Source: an optimization exercise on an open RTL-to-GDS flow (aim: small area, a short achievable clock period and few clock cycles per item). Production flows keep margins and buffers that such runs may drop. RTL that was checked went through simulation tests only; none was proved equivalent to the original. Power figures rest on the tool's default switching activity, not on a simulated workload.

Design stochastic_calcium_cluster_step, start of the top module:
module stochastic_calcium_cluster_step #(
   parameter int NUM_CLUSTERS = scs_pkg::NUM_CLUSTERS_DEF,
   parameter int MAX_CHANNELS = scs_pkg::MAX_CHANNELS_DEF
) (
   input  logic                            clock,
   input  logic                            reset,
   input  logic                            req_tvalid,
   output logic                            req_tready,
   input  logic [scs_pkg::REQ_DATA_W-1:0]  req_tdata,
   input  logic                            req_tlast,
   output logic                            rsp_tvalid,
   input  logic                            rsp_tready,
   output logic [scs_pkg::RSP_DATA_W-1:0]  rsp_tdata,
   output logic                            rsp_tuser,
   input  logic                            csr_we,
   input  logic [scs_pkg::CSR_IDX_W-1:0]   csr_index,
   input  logic [scs_pkg::CSR_DATA_W-1:0]  csr_wdata
);
clock: 11.0 ns
lec_check: 0
cap_margin: 20
core_margin: 2
core_utilization: 40
place_density: 0.6
slew_margin: 20
run.sh (not shown) runs the stock make flow with config.mk's settings and CLKGATE_MAP_FILE= SYNTH_SCRIPT=/design/flow/synth_recipe.tcl, a recipe that flattens the netlist after the stock synthesis.
Testbench counts at the start, summed over its fixed seeds: cycles 5,144, steps 320.
Rerun with:
SETUP_SLACK_MARGIN = 3   (was default)
Cell count grows by 2.1%.
Worst hold slack got worse by 0.0045 ns.
Utilization came out higher by 3.2 points.
Die area does not change.
Combinational power grows by 17%.
Routed wire length climbs by 3.5%.
Via count rises by 2.9%.
Synthesized cell count does not change.
Flip-flop and latch count stays the same.
Maximum frequency went up by 18%.
Rerun with:
SETUP_SLACK_MARGIN = 5   (was 3)
Effect: Design area grows by a few percent; utilization increases by 3.0 points; wire length went up by a few percent; power rose by roughly a tenth.

* * *

## run a
stochastic_calcium_cluster_step, a different RTL version from the one above (not shown whole).
For scale: about 7900 cells after synthesis, roughly 740 flip-flops, roughly 0.068 mm^2 of cells after synthesis.
export LEC_CHECK = 0
export CAP_MARGIN = 20
export CORE_MARGIN = 2
export CORE_UTILIZATION = 55
export PLACE_DENSITY = 0.7
export SETUP_SLACK_MARGIN = 3
export SLEW_MARGIN = 20
create_clock -name core_clock -period 11.0 [get_ports {clock}]
Testbench counts of run a, summed over its fixed seeds: cycles 3,751, steps 320.
> inputs changed (run a -> run b)
--- a/flow/config.mk
+++ b/flow/config.mk
@@ -10,2 +10,2 @@
-export CORE_UTILIZATION = 55
-export PLACE_DENSITY = 0.7
+export CORE_UTILIZATION = 40
+export PLACE_DENSITY = 0.6
Findings:
- met4 as the top layer used by detailed routing was reported by run b, and met5 by run a.
- Run a -> run b: ratio of routed vias to standard cells decreased by a little under 10%
- Run a → run b: non-clock buffer count decreased 2, area overhead of the layout relative to synthesis higher, switching power as a share of total power now larger, post-layout total power decreased by about 2.1% relative to the old numbers.

* * *

Another version of the RTL of stochastic_calcium_cluster_step (not shown whole).
For scale: about 9,100 cells after synthesis, about 0.078 sq mm of cells after synthesis.
Settings: LEC_CHECK=0, CAP_MARGIN=20, CORE_MARGIN=2, CORE_UTILIZATION=40, PLACE_DENSITY=0.6, SETUP_SLACK_MARGIN=2, SLEW_MARGIN=20; clock period 11.0 ns.
The first run finished with timing, DRC and antenna clean.
Change:
Settings changed: SETUP_SLACK_MARGIN 2 to 4.
Combinational power came out higher by a quarter to a third. Via count climbs by a few percent. Maximum frequency came out higher by a few percent. Clock skew goes down by 0.017 ns. Clock power came out higher by a few percent. Die area is unchanged. Routed wire length came out higher by a little under a tenth.
No run of this note included a check of the RTL's function; only the layout flow was run.

* * *

stochastic_calcium_cluster_step, a different RTL version from the one above (not shown whole).
Size: roughly 7800 cells after synthesis, about 740 flip-flops.
make LEC_CHECK=0 CAP_MARGIN=20 CORE_MARGIN=2 CORE_UTILIZATION=40 PLACE_DENSITY=0.6 SETUP_SLACK_MARGIN=3.3 SLEW_MARGIN=20 finish   # period 11.0 ns
The starting point completed without violations.
Testbench counts at the start, summed over its fixed seeds: cycles 3,751, steps 320.
Next try:
CAP_MARGIN = 30   (was 20)
SETUP_SLACK_MARGIN = 3   (was 3.3)
SLEW_MARGIN = 30   (was 20)
Effect: Final area hardly moves. Clock power rose by about 8%. Non-clock buffer count came out lower by 14. Area after synthesis is unchanged. Die area does not change. Hold slack hardly moves.
Next try:
CAP_MARGIN = 20   (was 30)
SLEW_MARGIN = 20   (was 30)
What happened:
- The changed run completed without violations
- critical path depth goes up by 1
- power went down slightly
- sequential power barely changes
- core utilization barely changes
- combinational power stays flat
- via count shrinks slightly
- synthesized cell count does not change
- global-route usage hardly moves
- flip-flop and latch count stays the same
- clock skew drops by 0.0097 ns
- maximum frequency went up slightly

-- static timing again, ports no longer ideal --
In the flow no input, the clock included, has a driving cell. The finished layouts below were timed again as built, in two steps.
Step 1, drivers: a clkbuf_16 drives clock and a buf_2 each remaining input, both assumed.
Step 2 also shifts input and output timing later by t, the mid clock arrival at the registers, as if the neighbouring blocks saw the same clock.
Three values: no drivers, after step 1, after step 2; two values: the first two.
run	shift t [ns]	slack for setup (ns)	clock arrival spread, ns	slew at the worst register clock pin (ns)	worst data-port slew with drivers (ns)
the first run of note 1	0.716	0.950 / 0.950 / 0.950	0.041 / 0.040	0.07 / 0.07	0.10
the second run of note 1	0.710	2.493 / 2.493 / 2.364	0.037 / 0.037	0.07 / 0.07	0.08
the third run of note 1	0.754	2.086 / 2.086 / 2.086	0.059 / 0.060	0.07 / 0.07	0.13
run a	0.742	2.602 / 2.602 / 2.477	0.030 / 0.030	0.07 / 0.07	0.12
run b	0.772	2.692 / 2.692 / 2.470	0.035 / 0.035	0.07 / 0.07	0.05
the first run of note 3	0.848	2.211 / 2.121 / 2.121	0.088 / 0.087	0.07 / 0.07	0.17
the second run of note 3	0.841	2.774 / 2.774 / 2.338	0.074 / 0.073	0.08 / 0.08	0.20
the first run of note 4	0.782	3.186 / 3.186 / 2.732	0.083 / 0.083	0.07 / 0.07	0.10
the second run of note 4	0.788	3.099 / 3.099 / 2.485	0.082 / 0.083	0.07 / 0.07	0.17
the third run of note 4	0.791	3.168 / 3.168 / 2.467	0.075 / 0.075	0.08 / 0.08	0.15
After both steps every run listed still meets setup and hold. The setup slack of the third run of note 4, which loses most, moves by 0.000 ns with the drivers and by -0.701 ns with both steps.
